Context: an optimization exercise on an open-source flow, tuned for small area, a short achievable clock period and few clock cycles. The choices shown serve that exercise and are no tape-out recipe.
At most, simulation tests tie the RTL to the original design; equivalence was not proved.
For runs 1 to 3, only the layout was checked, not whether the RTL still works.
Power and IR drop assume default switching activity.

==> design.v <==
`default_nettype none
package aluPkg;
    localparam int DataWidth = 32;
    localparam int OpWidth   = 5;
    typedef union packed {
        struct packed {
            logic [5:0] opcode;
            logic [4:0] rs;
            logic [4:0] rt;
            logic [4:0] rd;
            logic [4:0] shamt;
            logic [5:0] func;
        } rType;
        struct packed {
            logic [5:0]  opcode;
            logic [4:0]  rs;
            logic [4:0]  rt;
            logic [15:0] imm;
        } iType;
    } instrWord;
    localparam logic [5:0] OpcRType = 6'b000000;
    localparam logic [5:0] OpcAddi  = 6'b001000;
    localparam logic [5:0] OpcAddiu = 6'b001001;
    localparam logic [5:0] OpcSlti  = 6'b001010;
    localparam logic [5:0] OpcSltiu = 6'b001011;
    localparam logic [5:0] OpcOri   = 6'b001101;
    localparam logic [5:0] OpcXori  = 6'b001110;
    localparam logic [5:0] OpcBeq   = 6'b000100;
    localparam logic [5:0] OpcBne   = 6'b000101;
    localparam logic [5:0] FnSll  = 6'b000000;
    localparam logic [5:0] FnSrl  = 6'b000010;
    localparam logic [5:0] FnSra  = 6'b000011;
    localparam logic [5:0] FnSllv = 6'b000100;
    localparam logic [5:0] FnSrlv = 6'b000110;
    localparam logic [5:0] FnSrav = 6'b000111;
    localparam logic [5:0] FnAdd  = 6'b100000;
    localparam logic [5:0] FnAddu = 6'b100001;
    localparam logic [5:0] FnSub  = 6'b100010;
    localparam logic [5:0] FnSubu = 6'b100011;
    localparam logic [5:0] FnAnd  = 6'b100100;
    localparam logic [5:0] FnOr   = 6'b100101;
    localparam logic [5:0] FnXor  = 6'b100110;
    localparam logic [5:0] FnNor  = 6'b100111;
    localparam logic [5:0] FnSlt  = 6'b101010;
    localparam logic [5:0] FnSltu = 6'b101011;
    localparam logic [OpWidth-1:0] AluAdd    = 5'd0;
    localparam logic [OpWidth-1:0] AluAddOvf = 5'd1;
    localparam logic [OpWidth-1:0] AluSub    = 5'd2;
    localparam logic [OpWidth-1:0] AluSubOvf = 5'd3;
    localparam logic [OpWidth-1:0] AluAnd    = 5'd4;
    localparam logic [OpWidth-1:0] AluOr     = 5'd5;
    localparam logic [OpWidth-1:0] AluXor    = 5'd6;
    localparam logic [OpWidth-1:0] AluNor    = 5'd7;
    localparam logic [OpWidth-1:0] AluSlt    = 5'd8;
    localparam logic [OpWidth-1:0] AluSltu   = 5'd9;
    localparam logic [OpWidth-1:0] AluSll    = 5'd10;
    localparam logic [OpWidth-1:0] AluSrl    = 5'd11;
    localparam logic [OpWidth-1:0] AluSra    = 5'd12;
    localparam logic [OpWidth-1:0] AluBeq    = 5'd13;
    localparam logic [OpWidth-1:0] AluBne    = 5'd14;
    localparam logic [OpWidth-1:0] AluNop    = 5'd15;
    localparam int FlagZero = 2;
    localparam int FlagNeg  = 1;
    localparam int FlagOvf  = 0;
endpackage
`default_nettype wire
`timescale 1ns/1ps
`default_nettype none
module cmdFifo #(
    parameter int Width = 36,
    parameter int Depth = 3
) (
    input  wire logic             clk,
    input  wire logic             rstN,
    input  wire logic             newValid,
    input  wire logic [Width-1:0] newData,
    input  wire logic             credAvail,
    output logic                  present,
    output logic                  outValid,
    output logic      [Width-1:0] head
);
    localparam int CntW = $clog2(Depth + 1);
    logic [Width-1:0] mem [Depth];
    logic [Depth-1:0] wrSel;             
    logic [Depth-1:0] rdSel;
    logic [CntW-1:0]  count;
    logic             headFull;          
    logic             bufNE;
    logic             pending;
    logic             takeBuf;
    logic             push;
    logic [Width-1:0] bufHead;
    assign bufNE   = (count != '0);
    assign pending = headFull || bufNE || newValid;
    assign present = pending && credAvail;
    assign takeBuf = !headFull && bufNE;
    assign push    = newValid && (headFull || bufNE);
    always_comb begin
        bufHead = '0;
        for (int i = 0; i < Depth; i++) begin
            bufHead = bufHead | (rdSel[i] ? mem[i] : '0);
        end
    end
    always_ff @(posedge clk or negedge rstN) begin
        if (!rstN) begin
            outValid <= 1'b0;
            headFull <= 1'b0;
            count    <= '0;
            wrSel    <= Depth'(1);
            rdSel    <= Depth'(1);
        end else begin
            outValid <= present;
            headFull <= pending && !present;
            if (push && !takeBuf) begin
                count <= count + 1'b1;
            end else if (takeBuf && !push) begin
                count <= count - 1'b1;
            end
            if (push) begin
                wrSel <= {wrSel[Depth-2:0], wrSel[Depth-1]};
            end
            if (takeBuf) begin
                rdSel <= {rdSel[Depth-2:0], rdSel[Depth-1]};
            end
        end
    end
    always_ff @(posedge clk) begin
        if (!headFull) begin
            head <= bufNE ? bufHead : newData;
        end
        for (int i = 0; i < Depth; i++) begin
            if (push && wrSel[i]) begin
                mem[i] <= newData;
            end
        end
    end
endmodule
`default_nettype wire
`timescale 1ns/1ps
`default_nettype none
module creditIssue #(
    parameter int OutCredits = 2
) (
    input  wire logic clk,
    input  wire logic rstN,
    input  wire logic present,
    input  wire logic outCredit,
    output logic      credAvail
);
    localparam int CntW = $clog2(OutCredits + 1);
    logic [CntW-1:0] count;
    assign credAvail = (count != '0) || outCredit;
    always_ff @(posedge clk or negedge rstN) begin
        if (!rstN) begin
            count <= CntW'(OutCredits);
        end else begin
            case ({present, outCredit})
                2'b10:   count <= count - 1'b1;
                2'b01:   count <= count + 1'b1;
                default: count <= count;
            endcase
        end
    end
endmodule
`default_nettype wire
`timescale 1ns/1ps
`default_nettype none
import aluPkg::*;
module aluDecode (
    input  wire logic [31:0] instrBits,
    output logic             selSum,    
    output logic             sub,       
    output logic             useImm,    
    output logic             zeroExt,   
    output logic      [3:0]  logicTT,   
    output logic             isBr,      
    output logic             isBne,
    output logic             selShift,
    output logic             shLeft,
    output logic             shArith,
    output logic             shVar,     
    output logic             ovfEn,
    output logic             sltEn,
    output logic             sltuEn,
    output logic             illegal
);
    aluPkg::instrWord instr;
    logic             isR;
    logic [4:0]       rsField;
    logic [4:0]       rtField;
    logic             usesRt;
    logic             badReg;
    logic             badCode;
    localparam logic [3:0] TtAnd = 4'b1000;
    localparam logic [3:0] TtOr  = 4'b1110;
    localparam logic [3:0] TtXor = 4'b0110;
    localparam logic [3:0] TtNor = 4'b0001;
    assign instr   = instrBits;
    assign isR     = (instr.rType.opcode == OpcRType);
    assign rsField = instr.rType.rs;
    assign rtField = instr.rType.rt;
    assign usesRt  = isR || (instr.iType.opcode == OpcBeq) || (instr.iType.opcode == OpcBne);
    assign badReg  = (rsField > 5'd1) || (usesRt && (rtField > 5'd1));
    logic       sumC, subC, immC, zextC, brC, shC, leftC, arithC, varC, ovfC, sltC, sltuC;
    logic [3:0] ttC;
    always_comb begin
        badCode = 1'b0;
        sumC    = 1'b0;
        subC    = 1'b0;
        immC    = 1'b0;
        zextC   = 1'b0;
        brC     = 1'b0;
        shC     = 1'b0;
        leftC   = 1'b0;
        arithC  = 1'b0;
        varC    = 1'b0;
        ovfC    = 1'b0;
        sltC    = 1'b0;
        sltuC   = 1'b0;
        ttC     = 4'b0000;
        if (isR) begin
            case (instr.rType.func)
                FnAdd:  begin sumC = 1'b1; ovfC = 1'b1; end
                FnAddu: begin sumC = 1'b1; end
                FnSub:  begin sumC = 1'b1; subC = 1'b1; ovfC = 1'b1; end
                FnSubu: begin sumC = 1'b1; subC = 1'b1; end
                FnAnd:  ttC = TtAnd;
                FnOr:   ttC = TtOr;
                FnXor:  ttC = TtXor;
                FnNor:  ttC = TtNor;
                FnSlt:  begin sumC = 1'b1; subC = 1'b1; sltC = 1'b1; end
                FnSltu: begin sumC = 1'b1; subC = 1'b1; sltuC = 1'b1; end
                FnSll:  begin shC = 1'b1; leftC = 1'b1; end
                FnSrl:  begin shC = 1'b1; end
                FnSra:  begin shC = 1'b1; arithC = 1'b1; end
                FnSllv: begin shC = 1'b1; varC = 1'b1; leftC = 1'b1; end
                FnSrlv: begin shC = 1'b1; varC = 1'b1; end
                FnSrav: begin shC = 1'b1; varC = 1'b1; arithC = 1'b1; end
                default: badCode = 1'b1;
            endcase
        end else begin
            immC = 1'b1;
            case (instr.iType.opcode)
                OpcAddi:  begin sumC = 1'b1; ovfC = 1'b1; end
                OpcAddiu: begin sumC = 1'b1; end
                OpcSlti:  begin sumC = 1'b1; subC = 1'b1; sltC = 1'b1; end
                OpcSltiu: begin sumC = 1'b1; subC = 1'b1; sltuC = 1'b1; end
                OpcOri:   begin ttC = TtOr;  zextC = 1'b1; end
                OpcXori:  begin ttC = TtXor; zextC = 1'b1; end
                OpcBeq, OpcBne: begin brC = 1'b1; immC = 1'b0; end
                default: badCode = 1'b1;
            endcase
        end
    end
    assign illegal  = badReg || badCode;
    assign selSum   = sumC;
    assign sub      = subC;
    assign useImm   = immC;
    assign zeroExt  = zextC;
    assign logicTT  = ttC;
    assign isBr     = brC;
    assign isBne    = instr.iType.opcode[0];
    assign selShift = shC;
    assign shLeft   = leftC;
    assign shArith  = arithC;
    assign shVar    = varC;
    assign ovfEn    = ovfC;
    assign sltEn    = sltC;
    assign sltuEn   = sltuC;
endmodule
`default_nettype wire
`timescale 1ns/1ps
`default_nettype none
import aluPkg::*;
module aluExecute (
    input  wire logic [DataWidth-1:0] x,
    input  wire logic [DataWidth-1:0] b,        
    input  wire logic [15:0]          imm,
    input  wire logic                 selSum,
    input  wire logic                 sub,
    input  wire logic [3:0]           logicTT,
    input  wire logic                 isBr,
    input  wire logic                 isBne,
    input  wire logic                 selShift,
    input  wire logic                 shLeft,
    input  wire logic                 shArith,
    input  wire logic                 shVar,
    output logic      [15:0]          lo,       
    output logic      [15:0]          xHi,      
    output logic      [15:0]          bHi,      
    output logic                      carry,    
    output logic                      zero      
);
    logic [DataWidth-1:0] opB;
    logic [16:0]          sumLo;
    logic [DataWidth-1:0] bitw;
    logic [DataWidth-1:0] src;
    logic [4:0]           shAmt;
    logic [DataWidth-1:0] shr;
    logic                 same;
    logic [DataWidth-1:0] brRes;
    logic [DataWidth-1:0] other;
    assign opB    = b ^ {DataWidth{sub}};
    assign sumLo  = {1'b0, x[15:0]} + {1'b0, opB[15:0]} + {16'b0, sub};
    always_comb begin
        for (int i = 0; i < DataWidth; i++) begin
            bitw[i] = logicTT[{x[i], b[i]}];
        end
    end
    always_comb begin
        for (int i = 0; i < DataWidth; i++) begin
            src[i] = shLeft ? b[DataWidth-1-i] : b[i];
        end
    end
    assign shAmt = shVar ? x[4:0] : imm[10:6];
    assign shr   = DataWidth'($signed({shArith & b[DataWidth-1], src}) >>> shAmt);
    assign same  = (x == b);
    assign brRes = (same ^ isBne) ? {{(DataWidth-18){imm[15]}}, imm, 2'b00} : DataWidth'(4);
    assign other = (selShift ? shr : '0) | bitw | (isBr ? brRes : '0);
    assign lo    = selSum ? sumLo[15:0] : other[15:0];
    assign xHi   = selSum ? x[31:16] : other[31:16];
    assign bHi   = opB[31:16];
    assign carry = sumLo[16];
    assign zero  = isBr && same;
endmodule
module aluFinish (
    input  wire logic        selSum,
    input  wire logic        revOut,
    input  wire logic        ovfEn,
    input  wire logic        sltEn,
    input  wire logic        sltuEn,
    input  wire logic        zeroFlag,
    input  wire logic        illegal,
    input  wire logic [15:0] lo,
    input  wire logic [15:0] xHi,
    input  wire logic [15:0] bHi,
    input  wire logic        carry,
    output logic      [35:0] res
);
    logic [16:0] sumHi;
    logic        ovf;
    logic [31:0] word;
    logic [31:0] wordRev;
    logic [31:0] resNext;
    logic [2:0]  flagsNext;
    assign sumHi = {1'b0, xHi} + {1'b0, bHi} + {16'b0, carry};
    assign ovf   = (xHi[15] == bHi[15]) && (sumHi[15] != xHi[15]);
    assign word = {xHi, lo};
    always_comb begin
        for (int i = 0; i < 32; i++) begin
            wordRev[i] = word[31-i];
        end
    end
    assign resNext = selSum ? {sumHi[15:0], lo} : (revOut ? wordRev : word);
    assign flagsNext[FlagZero] = zeroFlag;
    assign flagsNext[FlagNeg]  = (sltEn && (sumHi[15] ^ ovf)) || (sltuEn && !sumHi[16]);
    assign flagsNext[FlagOvf]  = ovfEn && ovf;
    assign res = {illegal, illegal ? 35'b0 : {flagsNext, resNext}};
endmodule
`default_nettype wire
`timescale 1ns/1ps
`default_nettype none
import aluPkg::*;
module aluTop #(
    parameter int OutCredits = 2
) (
    input  wire logic                 clk,
    input  wire logic                 rstN,
    input  wire logic                 inValid,
    input  wire logic [31:0]          instr,
    input  wire logic [DataWidth-1:0] regA,
    input  wire logic [DataWidth-1:0] regB,
    output logic                      inCredit,
    output logic                      outValid,
    output logic      [DataWidth-1:0] result,
    output logic      [2:0]           flags,
    output logic                      illegal,
    input  wire logic                 outCredit
);
    logic dSelSum, dSub, dUseImm, dZeroExt, dIsBr, dIsBne, dSelShift;
    logic dShLeft, dShArith, dShVar, dOvfEn, dSltEn, dSltuEn, dIll;
    logic [3:0] dTT;
    logic                 v1;
    logic [DataWidth-1:0] x1, b1;
    logic [DataWidth-1:0] rtVal;
    logic [DataWidth-1:0] immExt;
    logic [15:0]          imm1;
    logic s1SelSum, s1Sub, s1IsBr, s1IsBne, s1SelShift;
    logic s1ShLeft, s1ShArith, s1ShVar, s1OvfEn, s1SltEn, s1SltuEn, s1Ill;
    logic [3:0] s1TT;
    logic [15:0] eLo, eXHi, eBHi;
    logic        eCarry, eZero;
    logic        v2;
    logic [15:0] lo2, xHi2, bHi2;
    logic        carry2, zero2, selSum2, revOut2, ovfEn2, sltEn2, sltuEn2, ill2;
    logic [35:0] exRes;
    logic [35:0] head;
    logic        present;
    logic        credAvail;
    aluDecode uDecode (
        .instrBits(instr),
        .selSum(dSelSum), .sub(dSub), .useImm(dUseImm), .zeroExt(dZeroExt),
        .logicTT(dTT), .isBr(dIsBr), .isBne(dIsBne), .selShift(dSelShift),
        .shLeft(dShLeft), .shArith(dShArith), .shVar(dShVar), .ovfEn(dOvfEn),
        .sltEn(dSltEn), .sltuEn(dSltuEn), .illegal(dIll)
    );
    always_ff @(posedge clk or negedge rstN) begin
        if (!rstN) begin
            v1 <= 1'b0;
            v2 <= 1'b0;
        end else begin
            v1 <= inValid;
            v2 <= v1;
        end
    end
    assign rtVal  = instr[16] ? regB : regA;
    assign immExt = {{(DataWidth-16){instr[15] & !dZeroExt}}, instr[15:0]};
    always_ff @(posedge clk) begin
        x1         <= instr[21] ? regB : regA;
        b1         <= dUseImm ? immExt : rtVal;
        imm1       <= instr[15:0];
        s1SelSum   <= dSelSum;
        s1Sub      <= dSub;
        s1TT       <= dTT;
        s1IsBr     <= dIsBr;
        s1IsBne    <= dIsBne;
        s1SelShift <= dSelShift;
        s1ShLeft   <= dShLeft;
        s1ShArith  <= dShArith;
        s1ShVar    <= dShVar;
        s1OvfEn    <= dOvfEn;
        s1SltEn    <= dSltEn;
        s1SltuEn   <= dSltuEn;
        s1Ill      <= dIll;
    end
    aluExecute uExecute (
        .x(x1), .b(b1), .imm(imm1),
        .selSum(s1SelSum), .sub(s1Sub),
        .logicTT(s1TT), .isBr(s1IsBr), .isBne(s1IsBne), .selShift(s1SelShift),
        .shLeft(s1ShLeft), .shArith(s1ShArith), .shVar(s1ShVar),
        .lo(eLo), .xHi(eXHi), .bHi(eBHi), .carry(eCarry), .zero(eZero)
    );
    always_ff @(posedge clk) begin
        lo2     <= eLo;
        xHi2    <= eXHi;
        bHi2    <= eBHi;
        carry2  <= eCarry;
        zero2   <= eZero;
        selSum2 <= s1SelSum;
        revOut2 <= s1SelShift && s1ShLeft;
        ovfEn2  <= s1OvfEn;
        sltEn2  <= s1SltEn;
        sltuEn2 <= s1SltuEn;
        ill2    <= s1Ill;
    end
    aluFinish uFinish (
        .selSum(selSum2), .revOut(revOut2), .ovfEn(ovfEn2), .sltEn(sltEn2),
        .sltuEn(sltuEn2), .zeroFlag(zero2), .illegal(ill2),
        .lo(lo2), .xHi(xHi2), .bHi(bHi2), .carry(carry2), .res(exRes)
    );
    cmdFifo #(.Width(36), .Depth(3)) uQueue (
        .clk, .rstN,
        .newValid(v2), .newData(exRes), .credAvail,
        .present, .outValid, .head
    );
    creditIssue #(.OutCredits(OutCredits)) uCredit (
        .clk, .rstN, .present, .outCredit, .credAvail
    );
    assign inCredit = outValid;      
    assign {illegal, flags, result} = head;
endmodule
`default_nettype wire
==> run.sh <==
#!/bin/bash
# synth_recipe.tcl (not shown) runs the flow's synth.tcl, then flattens the netlist and writes it again
# the make line also repeats each setting of config.mk as NAME=value (left out here)
make -C /OpenROAD-flow-scripts/flow DESIGN_CONFIG=/design/flow/config.mk WORK_HOME=/design/flow/orfs CLKGATE_MAP_FILE= SYNTH_SCRIPT=/design/flow/synth_recipe.tcl finish
==> config.mk <==
export PLATFORM = sky130hd
export DESIGN_NAME = aluTop
export DESIGN_NICKNAME = aluTop
export VERILOG_FILES = /design/flow/design.v
export SDC_FILE = /design/flow/constraint.sdc
export NUM_CORES = 4
export LEC_CHECK = 0
export CAP_MARGIN = 20
export CORE_MARGIN = 2
export CORE_UTILIZATION = 60
export CTS_BUF_LIST = sky130_fd_sc_hd__clkbuf_2 sky130_fd_sc_hd__clkbuf_4 sky130_fd_sc_hd__clkbuf_8
export PLACE_DENSITY = 0.8
export SETUP_SLACK_MARGIN = 5
export SLEW_MARGIN = 20
==> constraint.sdc <==
create_clock -name core_clock -period 8.5 [get_ports {clk}]
set_input_delay 1.7000 -clock core_clock [delete_from_list [all_inputs] [get_ports {clk}]]
set_output_delay 1.7000 -clock core_clock [all_outputs]
set_load 0.01 [all_outputs]
==> results_dict.tcl, run 1 <==
set metrics [dict create \
    outcome "no timing/DRC/antenna violations" \
    p_leak_nw 7.52 \
    cts.path.max_buffers 3 \
    port_buffers 137 \
    grt_overflow 0 \
    maxCapViolCount 0 \
    critical_path_class "flip-flop to flip-flop" \
    hp-start "v1" \
    drive_above_1_share_pct 12.8 \
    rows 60 \
    routedWlPerCell_um 23.1 \
    critPathLaunch "s1ShVar" \
    path_cells "mux2i_4 -> buf_6 -> mux4_2 -> mux4_2 -> mux2_2 -> a32oi_1 -> o221ai_1" \
    p_seq_share_pct 44.8 \
    powerDensity_nw_per_um2 213 \
    via_per_inst 6.46 \
    peakVddDrop_mv 0.141 \
    postCtsSetupRepairBufs 0 \
    synth_area_leaders "edfxtp_1, dfxtp_1, mux2i_1, mux4_2, mux2_2" \
    dp_cells 1985 \
    dp_worst_setup_slack_ns 4.41 \
    critical_path.max_stage_delay_ns 0.69 \
    n_antenna_cell 0 \
    worst_setup_path_start_kind "flip-flop" \
    core_um2 27100 \
    slew_viol_final 0 \
    critPathArrivalTime_ns 3.80 \
    synth-seq-cells 309 \
    fin_nets 1807 \
    r2r-end "lo2[0]" \
    grt_pass1_vias 13000 \
    cts_htree_levels 2 \
    mostFrequentLayoutCells "dfxtp_1, edfxtp_1, clkdlybuf4s50_1, nand2_1, a21oi_1" \
    synth_ff_type "dfxtp_1" \
    postSynthAreaPerCell_um2 10.5 \
    hold_depth 0 \
    pwr-share-clk_pct 33.0 \
    die_width_um 170 \
    fin_util_pct 70.9 \
    grt_usage_pct 33.2 \
    r2r_start "s1ShVar" \
    start_util_pct 61.3 \
    relSlewSlack_pct 38.0 \
    reg2reg_slack_ns 5.13 \
    synth_top_area_share_pct 26.0 \
    required_ns 8.93 \
    grt_max_degree 59 \
    yosysTopAreaCell "edfxtp_1" \
    min_period_ns 3.37 \
    drt_wl_total_mm 48.1 \
    swShare_pct 29.6 \
    rsz0062_at_grt "no" \
    setup_violations 0 \
    place.gp.congestion 1.00 \
    hpwl_mm 34.2 \
    cts.clk_slew.worst_paths_ns 0.06 \
    cts_tree "yes" \
    vias 13400 \
    cts_buffers 50 \
    worst-slew-pin-transition_ns 0.931 \
    drc_errors 0 \
    ys_types 73 \
    synthToLayoutAreaGrowth_pct 15.7 \
    io-pin-count 138 \
    power.internal_mw 2.88 \
    fin_setup_tns_ns 0 \
    power_switching_mw 1.21 \
    synthArstFlopShare_pct 4.53 \
    clk_latency_ns 0.61 \
    die_area_um2 29000 \
    syn_area_um2 16600 \
    max_freq_ghz 0.297 \
    first_pass_iters 7 \
    drt_iter0_drc 1445 \
    timing.final.crit_share_pct 39.6 \
    postSynthCellCount 1587 \
    antenna_found_initial 0 \
    clock-root-buffer "clkbuf_8" \
    timing.final.ws_setup_ns 5.13 \
    hold-path-endpoint "v2" \
    path_max_fanout 36 \
    ys.warnings.count 7 \
    cts_num_sinks 309 \
    power_frac_comb_pct 22.2 \
    hold_violations 0 \
    grt_first_pass_wirelength_mm 74.0 \
    synth_edf_count 144 \
    worstSetupEndpointType "flip-flop" \
    worst_r2r_path_depth 7 \
    fin_cells 2077 \
    fin_skew_ns 0.0365 \
    fin_hold_ws_ns 0.348 \
    cp_common_cell "mux4_2" \
    crit_path_top_delay_cell "mux4_2" \
    hold_path.class "flip-flop to flip-flop" \
    layout_commonest_cell "dfxtp_1" \
    die_h_um 170 \
    ys_seq_area_share_pct 46.4 \
    synth_fp_nets 1729 \
    ant_nets 0 \
]
[cell usage after synthesis (4+ instances only)]
library cell  instances
a221oi_1              4
a222oi_1             36
nor4_1               14
a32oi_1              17
a211oi_1             59
nor2b_1              41
mux2_2               55
a21o_1               16
o21a_1                7
nand4_1               8
nand2b_1              9
o22ai_1              27
o221ai_1              7
mux2i_1              94
o21bai_1              5
o211ai_1              4
nor3_1               19
ha_1                 39
nor2_1              110
mux4_2               32
and2_1               15
inv_1                23
o21ai_1              13
edfxtp_1            144
or3_1                 5
a21oi_1             119
a31oi_1              12
xnor2_1              17
o21ai_0              71
dfxtp_1             151
nand2_1             118
a211o_1               4
dfrtp_1              11
nand3_1              12
buf_1                17
xor2_1               70
o32ai_1               4
nor3b_1               4
clkbuf_1            112
[what timing repair did]
item | in CTS | in global routing
hold buffers | 0 | 0
resized for setup | 5 | 6
endpoints found under the setup margin | 11 | 33
pin swaps | 0 | 0
[worst max-delay path by stage]
| stage | depth (start not counted) | slack (ns) | end |
|---|---|---|---|
| floorplan | 7 | 5.26 | b1[6] |
| global placement | 7 | 4.48 | b1[17] |
| detailed placement | 7 | 4.41 | b1[17] |
| CTS | 9 | 5.05 | uQueue.head[28] |
| global route | 7 | 5.03 | lo2[0] |
| finish | 7 | 5.13 | lo2[0] |
[critical path: cells and delay by family, from the launching register on]
kind	cells	cell delay, ns
flip-flops	1	0.52
buffers and inverters	1	0.40
AO/OA/AOI/OAI	2	0.41
multiplexers	4	1.83
[flip-flops by register name (all words and copies together) (netlist names), 3 cells and up]
name / count
x1: 32
b1: 32
xHi2: 16
s1TT: 3
uQueue.head: 36
bHi2: 16
imm1: 16
uQueue.wrSel: 3
lo2: 16
uQueue.mem: 108
uQueue.rdSel: 3
[kinds of logic (layout without fill, tap and decap cells)]
logic type | Yosys count | in the layout | synth area share (%)
AO/OA/AOI/OAI | 441 | 441 | 17.8
XOR/XNOR | 87 | 87 | 4.59
adder cells (fa/ha/maj) | 42 | 42 | 3.30
buffers and inverters | 160 | 278 | 3.80
flip-flops | 309 | 309 | 46.4
multiplexers | 183 | 183 | 14.0
AND/OR/NAND/NOR | 365 | 365 | 10.2
[cell type report]
class                   instances  area [um^2]
repair buffers                163         1570
inverters                      23         86.3
fillers                      1973         7880
clock buffers                  67          841
clock inverters                25          216
well taps                     372          465
multi-input cells            1118         8340
flip-flops and latches        309         7700
[through the flow]
step | area (um^2) | total power [mW]
6_report | 19200 | 4.09
5_1_grt | 19200 | 4.27
4_1_cts | 19200 | 4.09
3_5_place_dp | 18100 | 2.75
3_3_place_gp | 18100 | 2.73
2_1_floorplan | 16600 | 2.38
[layer usage]
layer	track usage, %	share of wire, %	up-vias
li1	-	-	6142
met1	44.8	41	6415
met2	52.5	46	720
met3	5.86	9.0	136
met4	15.1	4.6	0
met5	0	0	-
[power groups by stage]
stage	sequential (mW)	clock, mW	combinational [mW]
floorplan	1.84	0	0.547
global placement	1.85	0	0.881
detailed placement	1.86	0	0.893
CTS	1.83	1.37	0.898
global route	1.84	1.43	0.996
finish	1.83	1.35	0.909
==> run 2: changes to the inputs <==
--- a/design.v
+++ b/design.v
@@ -185,88 +185,66 @@
     output logic             illegal
 );
     aluPkg::instrWord instr;
+    logic [5:0]       opc;
+    logic [5:0]       fn;
     logic             isR;
     logic [4:0]       rsField;
     logic [4:0]       rtField;
     logic             usesRt;
     logic             badReg;
     logic             badCode;
-    localparam logic [3:0] TtAnd = 4'b1000;
-    localparam logic [3:0] TtOr  = 4'b1110;
-    localparam logic [3:0] TtXor = 4'b0110;
-    localparam logic [3:0] TtNor = 4'b0001;
+    logic             isLogic;
+    logic [1:0]       logicOp;
     assign instr   = instrBits;
-    assign isR     = (instr.rType.opcode == OpcRType);
+    assign opc     = instr.rType.opcode;
+    assign fn      = instr.rType.func;
     assign rsField = instr.rType.rs;
     assign rtField = instr.rType.rt;
-    assign usesRt  = isR || (instr.iType.opcode == OpcBeq) || (instr.iType.opcode == OpcBne);
-    assign badReg  = (rsField > 5'd1) || (usesRt && (rtField > 5'd1));
-    logic       sumC, subC, immC, zextC, brC, shC, leftC, arithC, varC, ovfC, sltC, sltuC;
-    logic [3:0] ttC;
     always_comb begin
-        badCode = 1'b0;
-        sumC    = 1'b0;
-        subC    = 1'b0;
-        immC    = 1'b0;
-        zextC   = 1'b0;
-        brC     = 1'b0;
-        shC     = 1'b0;
-        leftC   = 1'b0;
-        arithC  = 1'b0;
-        varC    = 1'b0;
-        ovfC    = 1'b0;
-        sltC    = 1'b0;
-        sltuC   = 1'b0;
-        ttC     = 4'b0000;
-        if (isR) begin
-            case (instr.rType.func)
-                FnAdd:  begin sumC = 1'b1; ovfC = 1'b1; end
-                FnAddu: begin sumC = 1'b1; end
-                FnSub:  begin sumC = 1'b1; subC = 1'b1; ovfC = 1'b1; end
-                FnSubu: begin sumC = 1'b1; subC = 1'b1; end
-                FnAnd:  ttC = TtAnd;
-                FnOr:   ttC = TtOr;
-                FnXor:  ttC = TtXor;
-                FnNor:  ttC = TtNor;
-                FnSlt:  begin sumC = 1'b1; subC = 1'b1; sltC = 1'b1; end
-                FnSltu: begin sumC = 1'b1; subC = 1'b1; sltuC = 1'b1; end
-                FnSll:  begin shC = 1'b1; leftC = 1'b1; end
-                FnSrl:  begin shC = 1'b1; end
-                FnSra:  begin shC = 1'b1; arithC = 1'b1; end
-                FnSllv: begin shC = 1'b1; varC = 1'b1; leftC = 1'b1; end
-                FnSrlv: begin shC = 1'b1; varC = 1'b1; end
-                FnSrav: begin shC = 1'b1; varC = 1'b1; arithC = 1'b1; end
+        if (opc == OpcRType) begin
+            case (fn)
+                FnAdd, FnAddu, FnSub, FnSubu, FnAnd, FnOr, FnXor, FnNor, FnSlt, FnSltu,
+                FnSll, FnSrl, FnSra, FnSllv, FnSrlv, FnSrav: badCode = 1'b0;
                 default: badCode = 1'b1;
             endcase
         end else begin
-            immC = 1'b1;
-            case (instr.iType.opcode)
-                OpcAddi:  begin sumC = 1'b1; ovfC = 1'b1; end
-                OpcAddiu: begin sumC = 1'b1; end
-                OpcSlti:  begin sumC = 1'b1; subC = 1'b1; sltC = 1'b1; end
-                OpcSltiu: begin sumC = 1'b1; subC = 1'b1; sltuC = 1'b1; end
-                OpcOri:   begin ttC = TtOr;  zextC = 1'b1; end
-                OpcXori:  begin ttC = TtXor; zextC = 1'b1; end
-                OpcBeq, OpcBne: begin brC = 1'b1; immC = 1'b0; end
+            case (opc)
+                OpcAddi, OpcAddiu, OpcSlti, OpcSltiu, OpcOri, OpcXori, OpcBeq, OpcBne:
+                    badCode = 1'b0;
                 default: badCode = 1'b1;
             endcase
         end
     end
-    assign illegal  = badReg || badCode;
-    assign selSum   = sumC;
-    assign sub      = subC;
-    assign useImm   = immC;
-    assign zeroExt  = zextC;
-    assign logicTT  = ttC;
-    assign isBr     = brC;
-    assign isBne    = instr.iType.opcode[0];
-    assign selShift = shC;
-    assign shLeft   = leftC;
-    assign shArith  = arithC;
-    assign shVar    = varC;
-    assign ovfEn    = ovfC;
-    assign sltEn    = sltC;
-    assign sltuEn   = sltuC;
+    assign usesRt  = (opc == OpcRType) || (opc == OpcBeq) || (opc == OpcBne);
+    assign badReg  = (rsField > 5'd1) || (usesRt && (rtField > 5'd1));
+    assign illegal = badReg || badCode;
+    assign isR      = !opc[3] && !opc[2];
+    assign useImm   = opc[3];
+    assign zeroExt  = opc[2];
+    assign selSum   = isR ? (fn[5] && !fn[2]) : (opc[3] && !opc[2]);
+    assign sub      = isR ? (fn[5] && !fn[2] && fn[1]) : (opc[3] && !opc[2] && opc[1]);
+    assign isLogic  = isR ? (fn[5] && fn[2]) : (opc[3] && opc[2]);
+    assign logicOp  = isR ? fn[1:0] : opc[1:0];            
+    always_comb begin
+        logicTT = 4'b0000;
+        if (isLogic) begin
+            case (logicOp)
+                2'b00: logicTT = 4'b1000;
+                2'b01: logicTT = 4'b1110;
+                2'b10: logicTT = 4'b0110;
+                2'b11: logicTT = 4'b0001;
+            endcase
+        end
+    end
+    assign isBr     = !opc[3] && opc[2];
+    assign isBne    = opc[0];
+    assign selShift = isR && !fn[5];
+    assign shLeft   = !fn[1];
+    assign shArith  = fn[0];
+    assign shVar    = fn[2];
+    assign ovfEn    = isR ? (fn[5] && !fn[3] && !fn[2] && !fn[0]) : (opc[3] && !opc[2] && !opc[1] && !opc[0]);
+    assign sltEn    = isR ? (fn[5] && fn[3] && !fn[0]) : (opc[3] && !opc[2] && opc[1] && !opc[0]);
+    assign sltuEn   = isR ? (fn[5] && fn[3] && fn[0]) : (opc[3] && !opc[2] && opc[1] && opc[0]);
 endmodule
 `default_nettype wire
 `timescale 1ns/1ps
==> flow/run.sh (new file) <==
#!/bin/bash
set -euo pipefail
bash standard.sh BUFFER_PORTS_ARGS="-buffer_cell sky130_fd_sc_hd__buf_2" finish > flow_make.log 2>&1
==> standard.sh (new file) <==
#!/bin/bash
# synth_recipe.tcl (not shown) runs the flow's synth.tcl, then flattens the netlist and writes it again
# the make line also repeats each setting of config.mk as NAME=value (left out here)
make -C /OpenROAD-flow-scripts/flow DESIGN_CONFIG=/design/flow/config.mk WORK_HOME=/design/flow/orfs CLKGATE_MAP_FILE= SYNTH_SCRIPT=/design/flow/synth_recipe.tcl "${@:-finish}"
removed: run.sh
==> results_dict.tcl, run 2 <==
set metrics [dict create \
    outcome "no timing/DRC/antenna violations" \
    min_period_ns 3.35 \
    reg_top3 "uQueue.mem x108, uQueue.head x36" \
    rsz0062_at_grt "no" \
    first_pass_iters 6 \
    grt_pass1_vias 12900 \
    fin_setup_tns_ns 0 \
    timing.final.crit_share_pct 39.4 \
    cts_htree_levels 2 \
    rows 60 \
    postSynthAreaPerCell_um2 10.4 \
    grt_overflow 0 \
    ys.warnings.count 7 \
    setup_violations 0 \
    synth_top_area_share_pct 26.1 \
    cts.clk_slew.worst_paths_ns 0.07 \
    routedWlPerCell_um 24.2 \
    hpwl_mm 36.3 \
    powerDensity_nw_per_um2 236 \
    grt_first_pass_wirelength_mm 74.6 \
    hold_path.class "flip-flop to flip-flop" \
    grt_usage_pct 34.2 \
    place.gp.congestion 1.06 \
    relSlewSlack_pct 23.6 \
    regArea_um2 7660 \
    synth_fa_ha_area_share_pct 2.86 \
    synth.most_common_cell "dfxtp_1" \
    antenna_found_initial 0 \
    dp_worst_setup_slack_ns 4.99 \
    synthArstFlopShare_pct 4.56 \
    syn_area_um2 16600 \
    ys_seq_area_share_pct 46.3 \
    vias 13400 \
    die_width_um 170 \
    ys_types 79 \
    synth_area_leaders "edfxtp_1, dfxtp_1, mux2i_1, xor2_1, a21oi_1" \
    peakVddDrop_mv 0.146 \
    synth-seq-cells 307 \
    fin_cells 2042 \
    largest_register_ffs 108 \
    synth_compound_area_share_pct 17.6 \
    yosysTopAreaCell "edfxtp_1" \
    die_area_um2 28900 \
    fin_nets 1798 \
    io-pin-count 138 \
    top_register "uQueue.mem" \
    p_total_mw 4.32 \
    grt_max_degree 66 \
    cts_hold_buf 0 \
    design_area_um2 18300 \
    fin_skew_ns 0.0368 \
    synthToLayoutAreaGrowth_pct 10.7 \
    drc_errors 0 \
    synthTopCellsByCount "dfxtp_1, edfxtp_1, a21oi_1, nand2_1, nor2_1" \
    synth_fp_nets 1723 \
    postCtsSetupRepairBufs 0 \
    synthXorXnorAreaFrac_pct 4.65 \
    core_um2 27000 \
    layout_commonest_cell "dfxtp_1" \
    cts.path.max_buffers 3 \
    synth_mux_area_share_pct 14.1 \
    slew_viol_final 0 \
    cts_tree "yes" \
    start_util_pct 61.3 \
    yosys.area_share.simple_pct 10.6 \
    multiInputGateArea_um2 8270 \
    clock-root-buffer "clkbuf_8" \
    postSynthCellCount 1587 \
    ant_nets 0 \
    fin_hold_ws_ns 0.323 \
    place_area_um2 17300 \
    synth_top_family_by_area "compound AO/OA/AOI/OAI gates" \
    port_buffers 137 \
    worst-slew-pin-transition_ns 1.14 \
    dp_cells 1954 \
    fillers 2116 \
    clk_latency_ns 0.61 \
    die_h_um 170 \
    p_leak_nw 7.52 \
    cts_num_sinks 307 \
    worst_setup_path_start_kind "flip-flop" \
    synth_ff_type "dfxtp_1" \
    drt_wl_total_mm 49.5 \
    mostFrequentLayoutCells "dfxtp_1, edfxtp_1, buf_2, a21oi_1, nand2_1" \
    cts_resized 1 \
    fin_util_pct 67.8 \
    drive_above_1_share_pct 20.2 \
    synth_edf_count 144 \
    maxCapViolCount 0 \
    worstSetupEndpointType "flip-flop" \
    max_freq_ghz 0.298 \
    via_per_inst 6.56 \
    required_ns 8.80 \
    critPathArrivalTime_ns 3.65 \
    cts_buffers 47 \
    critical_path_class "flip-flop to flip-flop" \
    hold_violations 0 \
    timing.final.ws_setup_ns 5.15 \
    drt_iter0_drc 1456 \
    path_max_fanout 3 \
]
## run 2: cell types whose count changed after synthesis, sizes merged, moves of 6 or more
| cell | change |
|---|---|
| mux2i | +14 |
| ha | -6 |
| nand3 | +10 |
| o32a | +8 |
| mux2 | -9 |
| a21o | -8 |
| o211ai | +12 |
| a32oi | -7 |
| o22ai | -14 |
## run 2: routing by layer
metal	track usage [%]	vias to the layer above	wire length [um]	part of all wire, %
met5	0	-	0	0
met4	20.9	0	3300	6.7
met3	6.12	181	4300	8.7
met2	54.4	778	22500	45
met1	43.7	6325	19400	39
li1	-	6107	-	-
## run 2: area by class of cell
cell class,instances,share of cell area (%)
tap,341,2.33
clock buffer,69,4.70
antenna,1,0.0137
clock inverter,18,0.655
multi-input combinational,1118,45.1
sequential,307,41.8
inverter,26,0.533
timing repair buffer,162,4.81
## run 2: critical path, cell delays in order (launching register included)
cell	delay (ns)
dfxtp_1	0.32
fa_1	0.50
fa_1	0.44
a21o_1	0.20
a21oi_1	0.26
o21ai_0	0.18
a31oi_1	0.27
o21ai_0	0.15
xor2_1	0.16
a21oi_1	0.44
o22ai_1	0.16
## run 2: where the power goes
| group | internal, mW | switching [mW] |
|---|---|---|
| logic | 0.462 | 0.711 |
| registers | 1.75 | 0.155 |
| clock network | 0.664 | 0.579 |
| total | 2.87 | 1.45 |
## run 2: path summary, 6_finish.rpt
| kind | startpoint | endpoint | slack (ns) | depth (start not counted) |
|---|---|---|---|---|
| setup / recovery | bHi2[0] | uQueue.head[26] | 5.15 | 10 |
| hold / removal | s1OvfEn | ovfEn2 | 0.32 | 0 |
| setup reg to reg | bHi2[0] | uQueue.head[26] | 5.15 | 10 |
| hold reg to reg | s1OvfEn | ovfEn2 | 0.32 | 0 |
| max in group asynchronous | rstN | uQueue.wrSel[0] | 7.24 | 1 |
| min in group asynchronous | rstN | uQueue.rdSel[1] | 0.99 | 1 |
## run 2: cells by family (layout without fill, tap and decap cells)
| logic type | count (synthesis) | in the layout |
|---|---|---|
| fa+ha+maj | 36 | 36 |
| xor+xnor | 87 | 87 |
| flops | 307 | 307 |
| buf+inv | 162 | 275 |
| compound gates | 429 | 429 |
| other cells | 0 | 1 |
| mux | 185 | 185 |
| simple gates | 381 | 381 |
==> run 3: changes to the inputs <==
==> run.sh (new file) <==
#!/bin/bash
# synth_recipe.tcl (not shown) runs the flow's synth.tcl, then flattens the netlist and writes it again
# the make line also repeats each setting of config.mk as NAME=value (left out here)
make -C /OpenROAD-flow-scripts/flow DESIGN_CONFIG=/design/flow/config.mk WORK_HOME=/design/flow/orfs CLKGATE_MAP_FILE= SYNTH_SCRIPT=/design/flow/synth_recipe.tcl finish
removed: flow/run.sh
removed: standard.sh
==> results_dict.tcl, run 3 <==
set metrics [dict create \
    largest_register_ffs 108 \
    worst-slew-pin-transition_ns 1.02 \
    critPathLaunch "b1[5]" \
    cts_tree "yes" \
    slew_viol_final 0 \
    reg2reg_slack_ns 5.04 \
    rsz0062_at_grt "no" \
    synth.most_common_cell "dfxtp_1" \
    fillers 1971 \
    drive_above_1_share_pct 12.2 \
    maxCapViolCount 0 \
    synthTopCellsByCount "dfxtp_1, edfxtp_1, a21oi_1, nand2_1, nor2_1" \
    synth_top_area_share_pct 26.1 \
    relSlewSlack_pct 31.7 \
    design_area_um2 19100 \
    peakVddDrop_mv 0.137 \
    synth-seq-cells 307 \
    start_util_pct 61.3 \
    synth_ff_type "dfxtp_1" \
    ys.warnings.count 7 \
    r2r-end "xHi2[10]" \
    synth_fp_nets 1723 \
    core_um2 27000 \
    mostFrequentLayoutCells "dfxtp_1, edfxtp_1, clkdlybuf4s50_1, a21oi_1, nand2_1" \
    fin_hold_ws_ns 0.333 \
    rows 60 \
    postSynthAreaPerCell_um2 10.4 \
    clock-root-buffer "clkbuf_8" \
    synthArstFlopShare_pct 4.56 \
    drc_errors 0 \
    setup_violations 0 \
    outcome "no timing/DRC/antenna violations" \
    die_width_um 170 \
    layout_commonest_cell "dfxtp_1" \
    cts_buffers 48 \
    path_cells "xor2_1 -> nor4_1 -> nand4_1 -> nor2_1 -> mux2i_1 -> buf_4 -> a211oi_4 -> o21ai_1 -> o22a_1" \
    grt_max_degree 64 \
    grt_pass1_vias 12900 \
    cts_num_sinks 307 \
    drt_wl_total_mm 50.8 \
    yosys.area_share.simple_pct 10.6 \
    p_leak_nw 7.52 \
    place.gp.congestion 1.04 \
    hold_path.class "flip-flop to flip-flop" \
    ys_seq_area_share_pct 46.3 \
    endpoint "xHi2[10]" \
    synthToLayoutAreaGrowth_pct 15.3 \
    cts_htree_levels 2 \
    path_max_fanout 17 \
    postSynthCellCount 1587 \
    n_antenna_cell 0 \
    cp.depth 9 \
    cts.clk_slew.worst_paths_ns 0.06 \
    postCtsSetupRepairBufs 0 \
    regArea_um2 7670 \
    worst_setup_path_start_kind "flip-flop" \
    powerDensity_nw_per_um2 238 \
    fin_skew_ns 0.0474 \
    worstSetupEndpointType "flip-flop" \
    grt_first_pass_wirelength_mm 75.9 \
    hpwl_mm 36.4 \
    crit_family "compound AO/OA/AOI/OAI gates" \
    r2r_start "b1[5]" \
    vias 13400 \
    critical_path_class "flip-flop to flip-flop" \
    ant_nets 0 \
    hold_violations 0 \
    via_per_inst 6.57 \
    cts_hold_buf 0 \
    cts.path.max_buffers 3 \
    drt_iter0_drc 1431 \
    io-pin-count 138 \
    synth_top_family_by_area "compound AO/OA/AOI/OAI gates" \
    worst_r2r_path_depth 9 \
    crit_path_top_delay_cell "dfxtp_1" \
    synth_mux_area_share_pct 14.1 \
    routedWlPerCell_um 24.9 \
    critPathArrivalTime_ns 3.88 \
    grt_usage_pct 34.9 \
    synth_edf_count 144 \
    yosysTopAreaCell "edfxtp_1" \
    synth_fa_ha_area_share_pct 2.86 \
    critPathBufInv 1 \
    die_h_um 170 \
    top_register "uQueue.mem" \
    clk_latency_ns 0.61 \
    synthXorXnorAreaFrac_pct 4.65 \
    fin_nets 1798 \
    multiInputGateArea_um2 8290 \
    reg_top3 "uQueue.mem x108, uQueue.head x36" \
    antenna_found_initial 1 \
    required_ns 8.93 \
    port_buffers 137 \
    syn_area_um2 16600 \
    ys_types 79 \
    place_area_um2 18000 \
    max_freq_ghz 0.289 \
    synth_area_leaders "edfxtp_1, dfxtp_1, mux2i_1, xor2_1, a21oi_1" \
    die_area_um2 28900 \
    hold_depth 0 \
    timing.final.crit_share_pct 40.7 \
    min_period_ns 3.46 \
    synth_compound_area_share_pct 17.6 \
    fin_setup_tns_ns 0 \
    critical_path.max_stage_delay_ns 0.69 \
    grt_overflow 0 \
    first_pass_iters 9 \
]
==> run 3: report_power, final <==
group / switching, mW / internal (mW) / leakage [nW] / total (mW)
Sequential: 0.169 / 1.75 / 3.06 / 1.92
Combinational: 0.710 / 0.558 / 3.91 / 1.27
Clock: 0.599 / 0.757 / 0.556 / 1.36
==> run 3: kinds of logic (layout without fill, tap and decap cells) <==
logic type	count (synthesis)	in the layout
buffers and inverters	162	275
xor gates and xnor gates	87	87
muxes	185	185
adders and majority gates	36	36
AOI/OAI and AO/OA	429	429
and+or+nand+nor	381	381
DFF	307	307
==> run 3: how the worst min path moves through the flow <==
| stage | slack [ns] | startpoint | endpoint |
|---|---|---|---|
| finish | 0.33 | s1SltuEn | sltuEn2 |
| global route | 0.34 | s1SltuEn | sltuEn2 |
| global placement | 0.31 | s1Ill | ill2 |
| CTS | 0.33 | s1SltuEn | sltuEn2 |
| detailed placement | 0.31 | s1SltuEn | sltuEn2 |
| floorplan | 0.31 | s1Ill | ill2 |
==> run 3: area by class of cell <==
cell class	instances	share of cell area, %
inverter	26	0.511
tap	341	2.24
clock buffer	72	4.57
multi-input combinational	1118	43.4
clock inverter	16	0.990
timing repair buffer	161	8.12
sequential	307	40.2
==> run 3: worst reg2reg max path, delay by kind of cell, from the launching register on <==
kind	cells	cell delay, ns
AOI/OAI and AO/OA	3	1.05
muxes	1	0.13
buffers and inverters	1	0.23
xor gates and xnor gates	1	0.24
and+or+nand+nor	3	0.94
DFF	1	0.69
==> run 3: stage by stage <==
step | setup slack [ns] | util (%) | power [mW] | cells
after floorplan | 5.50 | - | 2.67 | 1587
after global placement | 4.86 | 66.5 | 3.15 | 1953
after detailed placement | 4.94 | 66.6 | 3.18 | 1953
after CTS | 5.11 | 70.5 | 4.53 | 2041
after global routing | 5.04 | 70.6 | 4.72 | 2041
final | 5.04 | 70.6 | 4.54 | 2041
==> run 3: timing repair <==
item | 4_1_cts | 5_1_grt
endpoints found under the setup margin | 2 | 10
gates resized for setup | 2 | 6
pin swaps | 0 | 0
==> run 3: routing by layer <==
| layer | wire, um | part of all wire (%) | global-route usage [%] |
|---|---|---|---|
| met3 | 4510 | 8.9 | 6.81 |
| met5 | 0 | 0 | 0 |
| met2 | 23600 | 46 | 56.5 |
| met1 | 19800 | 39 | 44.5 |
| met4 | 2890 | 5.7 | 18.4 |
==> run 4: changes to the inputs <==
--- a/design.v
+++ b/design.v
@@ -178,7 +178,7 @@
     output logic             selShift,
     output logic             shLeft,
     output logic             shArith,
-    output logic             shVar,     
+    output logic             shConst,   
     output logic             ovfEn,
     output logic             sltEn,
     output logic             sltuEn,
@@ -219,8 +219,8 @@
     assign badReg  = (rsField > 5'd1) || (usesRt && (rtField > 5'd1));
     assign illegal = badReg || badCode;
     assign isR      = !opc[3] && !opc[2];
-    assign useImm   = opc[3];
-    assign zeroExt  = opc[2];
+    assign useImm   = !isR;                                
+    assign zeroExt  = opc[3] && opc[2];
     assign selSum   = isR ? (fn[5] && !fn[2]) : (opc[3] && !opc[2]);
     assign sub      = isR ? (fn[5] && !fn[2] && fn[1]) : (opc[3] && !opc[2] && opc[1]);
     assign isLogic  = isR ? (fn[5] && fn[2]) : (opc[3] && opc[2]);
@@ -241,7 +241,7 @@
     assign selShift = isR && !fn[5];
     assign shLeft   = !fn[1];
     assign shArith  = fn[0];
-    assign shVar    = fn[2];
+    assign shConst  = isR && !fn[5] && !fn[2];
     assign ovfEn    = isR ? (fn[5] && !fn[3] && !fn[2] && !fn[0]) : (opc[3] && !opc[2] && !opc[1] && !opc[0]);
     assign sltEn    = isR ? (fn[5] && fn[3] && !fn[0]) : (opc[3] && !opc[2] && opc[1] && !opc[0]);
     assign sltuEn   = isR ? (fn[5] && fn[3] && fn[0]) : (opc[3] && !opc[2] && opc[1] && opc[0]);
@@ -253,7 +253,7 @@
 module aluExecute (
     input  wire logic [DataWidth-1:0] x,
     input  wire logic [DataWidth-1:0] b,        
-    input  wire logic [15:0]          imm,
+    input  wire logic                 same,     
     input  wire logic                 selSum,
     input  wire logic                 sub,
     input  wire logic [3:0]           logicTT,
@@ -262,7 +262,6 @@
     input  wire logic                 selShift,
     input  wire logic                 shLeft,
     input  wire logic                 shArith,
-    input  wire logic                 shVar,
     output logic      [15:0]          lo,       
     output logic      [15:0]          xHi,      
     output logic      [15:0]          bHi,      
@@ -273,9 +272,7 @@
     logic [16:0]          sumLo;
     logic [DataWidth-1:0] bitw;
     logic [DataWidth-1:0] src;
-    logic [4:0]           shAmt;
     logic [DataWidth-1:0] shr;
-    logic                 same;
     logic [DataWidth-1:0] brRes;
     logic [DataWidth-1:0] other;
     assign opB    = b ^ {DataWidth{sub}};
@@ -290,10 +287,8 @@
             src[i] = shLeft ? b[DataWidth-1-i] : b[i];
         end
     end
-    assign shAmt = shVar ? x[4:0] : imm[10:6];
-    assign shr   = DataWidth'($signed({shArith & b[DataWidth-1], src}) >>> shAmt);
-    assign same  = (x == b);
-    assign brRes = (same ^ isBne) ? {{(DataWidth-18){imm[15]}}, imm, 2'b00} : DataWidth'(4);
+    assign shr   = DataWidth'($signed({shArith & b[DataWidth-1], src}) >>> x[4:0]);
+    assign brRes = (same ^ isBne) ? {b[DataWidth-3:0], 2'b00} : DataWidth'(4);
     assign other = (selShift ? shr : '0) | bitw | (isBr ? brRes : '0);
     assign lo    = selSum ? sumLo[15:0] : other[15:0];
     assign xHi   = selSum ? x[31:16] : other[31:16];
@@ -356,15 +351,16 @@
     input  wire logic                 outCredit
 );
     logic dSelSum, dSub, dUseImm, dZeroExt, dIsBr, dIsBne, dSelShift;
-    logic dShLeft, dShArith, dShVar, dOvfEn, dSltEn, dSltuEn, dIll;
+    logic dShLeft, dShArith, dShConst, dOvfEn, dSltEn, dSltuEn, dIll;
     logic [3:0] dTT;
     logic                 v1;
     logic [DataWidth-1:0] x1, b1;
     logic [DataWidth-1:0] rtVal;
     logic [DataWidth-1:0] immExt;
-    logic [15:0]          imm1;
+    logic                 same1;
+    logic [DataWidth-1:0] rsVal;
     logic s1SelSum, s1Sub, s1IsBr, s1IsBne, s1SelShift;
-    logic s1ShLeft, s1ShArith, s1ShVar, s1OvfEn, s1SltEn, s1SltuEn, s1Ill;
+    logic s1ShLeft, s1ShArith, s1OvfEn, s1SltEn, s1SltuEn, s1Ill;
     logic [3:0] s1TT;
     logic [15:0] eLo, eXHi, eBHi;
     logic        eCarry, eZero;
@@ -379,7 +375,7 @@
         .instrBits(instr),
         .selSum(dSelSum), .sub(dSub), .useImm(dUseImm), .zeroExt(dZeroExt),
         .logicTT(dTT), .isBr(dIsBr), .isBne(dIsBne), .selShift(dSelShift),
-        .shLeft(dShLeft), .shArith(dShArith), .shVar(dShVar), .ovfEn(dOvfEn),
+        .shLeft(dShLeft), .shArith(dShArith), .shConst(dShConst), .ovfEn(dOvfEn),
         .sltEn(dSltEn), .sltuEn(dSltuEn), .illegal(dIll)
     );
     always_ff @(posedge clk or negedge rstN) begin
@@ -391,12 +387,13 @@
             v2 <= v1;
         end
     end
+    assign rsVal  = instr[21] ? regB : regA;
     assign rtVal  = instr[16] ? regB : regA;
     assign immExt = {{(DataWidth-16){instr[15] & !dZeroExt}}, instr[15:0]};
     always_ff @(posedge clk) begin
-        x1         <= instr[21] ? regB : regA;
+        x1         <= {rsVal[DataWidth-1:5], dShConst ? instr[10:6] : rsVal[4:0]};
+        same1      <= (instr[21] == instr[16]) || (regA == regB);
         b1         <= dUseImm ? immExt : rtVal;
-        imm1       <= instr[15:0];
         s1SelSum   <= dSelSum;
         s1Sub      <= dSub;
         s1TT       <= dTT;
@@ -405,17 +402,16 @@
         s1SelShift <= dSelShift;
         s1ShLeft   <= dShLeft;
         s1ShArith  <= dShArith;
-        s1ShVar    <= dShVar;
         s1OvfEn    <= dOvfEn;
         s1SltEn    <= dSltEn;
         s1SltuEn   <= dSltuEn;
         s1Ill      <= dIll;
     end
     aluExecute uExecute (
-        .x(x1), .b(b1), .imm(imm1),
+        .x(x1), .b(b1), .same(same1),
         .selSum(s1SelSum), .sub(s1Sub),
         .logicTT(s1TT), .isBr(s1IsBr), .isBne(s1IsBne), .selShift(s1SelShift),
-        .shLeft(s1ShLeft), .shArith(s1ShArith), .shVar(s1ShVar),
+        .shLeft(s1ShLeft), .shArith(s1ShArith),
         .lo(eLo), .xHi(eXHi), .bHi(eBHi), .carry(eCarry), .zero(eZero)
     );
     always_ff @(posedge clk) begin
==> flow/run.sh (new file) <==
#!/bin/bash
set -euo pipefail
bash standard.sh BUFFER_PORTS_ARGS="-buffer_cell sky130_fd_sc_hd__buf_2" finish > flow_make.log 2>&1
==> standard.sh (new file) <==
#!/bin/bash
# synth_recipe.tcl (not shown) runs the flow's synth.tcl, then flattens the netlist and writes it again
# the make line also repeats each setting of config.mk as NAME=value (left out here)
make -C /OpenROAD-flow-scripts/flow DESIGN_CONFIG=/design/flow/config.mk WORK_HOME=/design/flow/orfs CLKGATE_MAP_FILE= SYNTH_SCRIPT=/design/flow/synth_recipe.tcl "${@:-finish}"
removed: run.sh
==> results_dict.tcl, run 4 <==
set metrics [dict create \
    peakVddDrop_mv 0.123 \
    gr-usage-met3_pct 6.54 \
    synthArstFlopShare_pct 4.78 \
    maxCapViolCount 0 \
    hold-path-endpoint "sltuEn2" \
    first_pass_iters 7 \
    cts.path.max_buffers 3 \
    largest_register_ffs 108 \
    required_ns 8.93 \
    top_register "uQueue.mem" \
    drive_above_1_share_pct 21.0 \
    hp-start "s1SltuEn" \
    grt_first_pass_wirelength_mm 80.0 \
    synth_fp_nets 1802 \
    busiest_layer "met2" \
    met1_usage_pct 46.3 \
    drt_wl_total_mm 51.3 \
    use_met2_pct 51.8 \
    die_h_um 174 \
    mostFrequentLayoutCells "edfxtp_1, nand2_1, buf_2, dfxtp_1, mux2i_1" \
    die_width_um 174 \
    cts.clk_slew.worst_paths_ns 0.06 \
    slew_viol_final 0 \
    r2r_start "bHi2[0]" \
    path_max_fanout 4 \
    start_util_pct 60.5 \
    max_freq_ghz 0.315 \
    synth-seq-cells 293 \
    worst_r2r_path_depth 8 \
    ys.warnings.count 7 \
    core_um2 28500 \
    hpwl_mm 36.6 \
    fin_setup_tns_ns 0 \
    synthTopCellsByCount "edfxtp_1, nand2_1, dfxtp_1" \
    cts_buffers 46 \
    grt_max_degree 64 \
    setup_violations 0 \
    fin_skew_ns 0.0377 \
    die_area_um2 30200 \
    cts_hold_buf 0 \
    place_area_um2 18000 \
    io-pin-count 138 \
    rows 62 \
    hold_depth 0 \
    layout_commonest_cell "edfxtp_1" \
    cts_htree_levels 2 \
    r2r-end "uQueue.head[28]" \
    hold_path.class "flip-flop to flip-flop" \
    fin_nets 1864 \
    drt_iter0_drc 1782 \
    critical_path_class "flip-flop to flip-flop" \
    grt_usage_pct 33.8 \
    worstSetupEndpointType "flip-flop" \
    drc_errors 0 \
    ys_types 77 \
    synth_top_area_share_pct 25.0 \
    fillers 2296 \
    design_area_um2 19000 \
    grt_overflow 0 \
    timing.final.crit_share_pct 37.3 \
    hold_violations 0 \
    port_buffers 137 \
    cts_tree "yes" \
    postCtsSetupRepairBufs 0 \
    synthToLayoutAreaGrowth_pct 9.83 \
    ant_nets 0 \
    antenna_found_initial 2 \
    regArea_um2 7390 \
    cts_num_sinks 293 \
    worst_setup_path_start_kind "flip-flop" \
    min_period_ns 3.17 \
    powerDensity_nw_per_um2 223 \
    relSlewSlack_pct 33.6 \
    rsz0062_at_grt "no" \
    outcome "no timing/DRC/antenna violations" \
    synth_area_leaders "edfxtp_1, dfxtp_1, mux2i_1, mux4_2, mux2_2" \
    yosysTopAreaCell "edfxtp_1" \
    synth_ff_type "edfxtp_1" \
    vias 14400 \
    syn_area_um2 17300 \
    via_per_inst 6.71 \
    postSynthAreaPerCell_um2 10.4 \
    clock-root-buffer "clkbuf_8" \
    reg_top3 "uQueue.mem x108, uQueue.head x36" \
    reg2reg_slack_ns 5.33 \
    critPathArrivalTime_ns 3.60 \
    place.gp.congestion 1.06 \
    clk_latency_ns 0.57 \
    grt_pass1_vias 13600 \
    worst-slew-pin-transition_ns 0.996 \
    ys_seq_area_share_pct 42.7 \
    p_leak_nw 7.79 \
    multiInputGateArea_um2 9210 \
    postSynthCellCount 1666 \
    synth.most_common_cell "edfxtp_1" \
    routedWlPerCell_um 23.8 \
    synth_edf_count 144 \
]
[run 4: area by class of cell]
cell class                      count  share of cell area (%)
Timing Repair Buffer              163                    4.64
Tap cell                          384                    2.53
Multi-Input combinational cell   1205                    48.5
Clock inverter                     17                   0.600
Clock buffer                       68                    4.40
Sequential cell                   293                    38.9
Antenna cell                        1                  0.0132
Inverter                           19                   0.376
[run 4: timing repair]
item                       4_1_cts  5_1_grt
setup endpoints to repair        0        4
resized for setup                0        1
hold endpoints to repair         0        0
[run 4: routing by layer]
layer / up-vias / share of wire, %
li1: 6474 / -
met1: 6850 / 41
met2: 926 / 44
met3: 172 / 9.4
met4: 4 / 5.4
met5: - / 0.14
[run 4: per-stage QoR]
step	power, mW	setup WS [ns]	std cells	util, %	hold WS [ns]
after global placement	2.99	5.05	2064	63.1	0.314
after floorplan	2.61	5.58	1666	-	0.310
after global routing	4.42	5.10	2149	66.5	0.331
after detailed placement	3.01	5.00	2064	63.1	0.317
final	4.23	5.33	2150	66.5	0.330
after CTS	4.21	5.24	2149	66.5	0.332
[run 4: cells by family (layout without fill, tap and decap cells)]
group	count (synthesis)	in the layout	synth area share (%)
and+or+nand+nor	404	404	10.8
DFF	293	293	42.7
other	0	1	0
buffers and inverters	168	267	4.05
adders and majority gates	36	36	2.74
muxes	235	235	17.7
xor gates and xnor gates	85	85	4.31
AOI/OAI and AO/OA	445	445	17.7
[run 4: power breakdown]
part	switching, mW	internal, mW
logic	0.738	0.486
registers	0.136	1.66
clock network	0.548	0.665
[run 4: critical path, stage by stage, from the launching register on]
cell	delay (ns)
dfxtp_1	0.31
fa_1	0.46
fa_1	0.45
a211oi_1	0.45
o21a_1	0.27
o31ai_1	0.11
mux2i_1	0.14
a2111oi_1	0.65
o21a_1	0.20
[run 4: worst max path at each step]
stage / from / to / slack [ns] / cells after the start
2_1_floorplan: instr[29] / x1[0] / 5.58 / 4
3_3_place_gp: instr[29] / x1[0] / 5.05 / 4
3_5_place_dp: instr[29] / x1[3] / 5.00 / 4
4_1_cts: bHi2[0] / uQueue.head[28] / 5.24 / 8
5_1_grt: bHi2[0] / uQueue.head[28] / 5.10 / 8
6_report: bHi2[0] / uQueue.head[28] / 5.33 / 8
Testbench counts of run 4, summed over its fixed seeds: cycles 4,024.
==> run 5: changes to the inputs <==
--- a/config.mk
+++ b/config.mk
@@ -5,6 +5,7 @@
 export SDC_FILE = /design/flow/constraint.sdc
 export NUM_CORES = 4
 export LEC_CHECK = 0
+export ABC_AREA = 1
 export CAP_MARGIN = 20
 export CORE_MARGIN = 2
 export CORE_UTILIZATION = 60
==> results_dict.tcl, run 5 <==
set metrics [dict create \
    cts_resized 0 \
    yosys.area_share.simple_pct 26.2 \
    vias 15800 \
    fin_setup_tns_ns 0 \
    synth_fp_nets 2293 \
    path_max_fanout 35 \
    start_util_pct 60.6 \
    antenna_found_initial 2 \
    worstSetupEndpointType "flip-flop" \
    postSynthCellCount 2157 \
    synthXorXnorAreaFrac_pct 3.77 \
    clock-root-buffer "clkbuf_8" \
    worst_setup_path_start_kind "input pin" \
    place.gp.congestion 1.12 \
    cts_hold_buf 0 \
    postSynthAreaPerCell_um2 7.76 \
    drive_above_1_share_pct 12.7 \
    p_total_mw 4.21 \
    drc_errors 0 \
    fin_skew_ns 0.0428 \
    cts_buffers 45 \
    synthTopCellsByCount "nand2_1, nand3_1, o21ai_0" \
    cts_tree "yes" \
    synth_mux_area_share_pct 1.28 \
    power_frac_comb_pct 29.2 \
    p_leak_nw 8.30 \
    synth_edf_count 144 \
    rows 61 \
    synth.most_common_cell "nand2_1" \
    maxCapViolCount 0 \
    min_period_ns 2.96 \
    fillers 2373 \
    clk_latency_ns 0.60 \
    synthToLayoutAreaGrowth_pct 9.26 \
    fin_nets 2350 \
    pwr-share-clk_pct 27.0 \
    ant_nets 0 \
    drt_wl_total_mm 50.3 \
    outcome "no timing/DRC/antenna violations" \
    grt_pass1_vias 14600 \
    cts_num_sinks 293 \
    first_pass_iters 6 \
    swShare_pct 36.4 \
    critPathArrivalTime_ns 3.47 \
    rsz0062_at_grt "no" \
    max_freq_ghz 0.337 \
    slew_viol_final 0 \
    ys_seq_area_share_pct 44.1 \
    routedWlPerCell_um 19.1 \
    synth_ff_type "edfxtp_1" \
    grt_usage_pct 34.2 \
    hold_path.class "flip-flop to flip-flop" \
    synth_top_area_share_pct 25.8 \
    drt_iter0_drc 1618 \
    setup_violations 0 \
    peakVddDrop_mv 0.125 \
    top_register "uQueue.mem" \
    power.internal_mw 2.68 \
    die_width_um 171 \
    p_seq_share_pct 43.8 \
    hpwl_mm 36.1 \
    die_area_um2 29300 \
    grt_first_pass_wirelength_mm 77.4 \
    relSlewSlack_pct 29.0 \
    largest_register_ffs 108 \
    reg2reg_slack_ns 5.70 \
    hold_violations 0 \
    die_h_um 171 \
    powerDensity_nw_per_um2 230 \
    critical_path_class "input pin to flip-flop" \
    reg_top3 "uQueue.mem x108, uQueue.head x36" \
    synth_top_family_by_area "simple AND/OR/NAND/NOR gates" \
    grt_max_degree 48 \
    via_per_inst 6.01 \
    layout_commonest_cell "nand2_1" \
    ys_types 57 \
    synth_compound_area_share_pct 14.6 \
    worst-slew-pin-transition_ns 1.06 \
    yosysTopAreaCell "edfxtp_1" \
    mostFrequentLayoutCells "nand2_1, nand3_1, o21ai_0, a21oi_1, edfxtp_1" \
    ys.warnings.count 7 \
    io-pin-count 138 \
    synth-seq-cells 293 \
    synth_area_leaders "edfxtp_1, dfxtp_1, nand2_1, nand3_1, o21ai_0" \
    required_ns 9.00 \
    power_switching_mw 1.53 \
    synth_fa_ha_area_share_pct 2.82 \
    port_buffers 137 \
    synthArstFlopShare_pct 4.78 \
    cts.clk_slew.worst_paths_ns 0.06 \
    timing.final.crit_share_pct 34.9 \
    syn_area_um2 16700 \
    postCtsSetupRepairBufs 0 \
    core_um2 27600 \
    cts.path.max_buffers 3 \
    cts_htree_levels 2 \
    grt_overflow 0 \
    fin_util_pct 66.2 \
]
[run 5: kinds of logic after synthesis]
kind of cell               Yosys count
adders and majority gates           36
muxes                               19
xor gates and xnor gates            72
DFF                                293
buffers and inverters              280
AOI/OAI and AO/OA                  430
and+or+nand+nor                   1027
[run 5: stage by stage]
| stage | instance area (um^2) | setup slack, ns | cells | hold slack (ns) |
|---|---|---|---|---|
| global placement | 17400 | 5.01 | 2542 | 0.316 |
| CTS | 18300 | 5.54 | 2623 | 0.343 |
| floorplan | 16700 | 5.31 | 2157 | 0.310 |
| detailed placement | 17400 | 4.96 | 2543 | 0.333 |
| global route | 18300 | 5.31 | 2625 | 0.337 |
| finish | 18300 | 5.54 | 2627 | 0.346 |
[run 5: final cells by class]
type	count	area, um^2	area share, %
antenna	2	5.00	0.0274
clock buffer	66	783	4.28
clock inverter	14	87.6	0.479
inverter	132	505	2.76
multi-input combinational	1584	8180	44.7
sequential	293	7380	40.3
tap	378	473	2.58
timing repair buffer	158	881	4.81
[run 5: final timing paths]
check                                   to       from  depth (start not counted)
max in group asynchronous  uQueue.wrSel[0]       rstN                          1
setup / recovery                    b1[22]  instr[28]                          6
hold reg to reg                       ill2      s1Ill                          0
hold / removal                        ill2      s1Ill                          0
setup reg to reg                   lo2[13]      x1[4]                          6
min in group asynchronous  uQueue.headFull       rstN                          1
[run 5: power by group through the flow]
stage               combinational, mW  clock, mW  sequential [mW]
floorplan                       0.875          0             1.79
global route                     1.37       1.21             1.86
global placement                 1.19          0             1.86
finish                           1.23       1.14             1.84
detailed placement               1.20          0             1.87
CTS                              1.21       1.15             1.84
[run 5: worst max-delay path, cell delays in order]
cell,delay (ns)
buf_2,0.15
nor2_1,0.05
buf_4,0.23
inv_1,0.54
nand3_1,0.55
o21ai_0,0.24
[run 5: layer usage]
metal  share of wire [%]  wire length [um]  track usage (%)
met5                   0                 0                0
met4                 6.3              3170             20.0
met3                  10              5000             6.55
met2                  45             22500             54.8
met1                  39             19600             43.1

==> afterwards: timing with drivers on the ports <==
No port has a modelled driver above. Below, the same layouts with a new extraction and two added sets of constraints. Step 1, drivers: a clkbuf_16 drives clk and a buf_2 each remaining input, both assumed. Step 2 times the ports against the registers' clock, not the clock port: input delays grow and output delays shrink by t, the midpoint of the rising clock arrivals with the driver on. a / b / c = ideal / step 1 / step 2; a / b = the first two.
run | t (ns) | setup WS [ns] | worst setup path after step 2 | worst register clock-pin slew, ns | worst slew at a driven data input, ns
run 1 | 0.639 | 5.134 / 5.134 / 4.604 | input to register | 0.07 / 0.07 | 0.06
run 2 | 0.635 | 5.150 / 5.150 / 5.115 | input to register | 0.07 / 0.07 | 0.04
run 3 | 0.636 | 5.043 / 5.043 / 4.954 | input to register | 0.08 / 0.08 | 0.04
run 4 | 0.603 | 5.330 / 5.330 / 4.923 | input to register | 0.07 / 0.07 | 0.04
run 5 | 0.633 | 5.535 / 5.567 / 4.933 | input to register | 0.08 / 0.08 | 0.05
After both steps setup and hold are still met in every run listed. For run 5, which loses most, drivers alone change the setup slack by +0.032 ns; drivers and shift together by -0.602 ns.
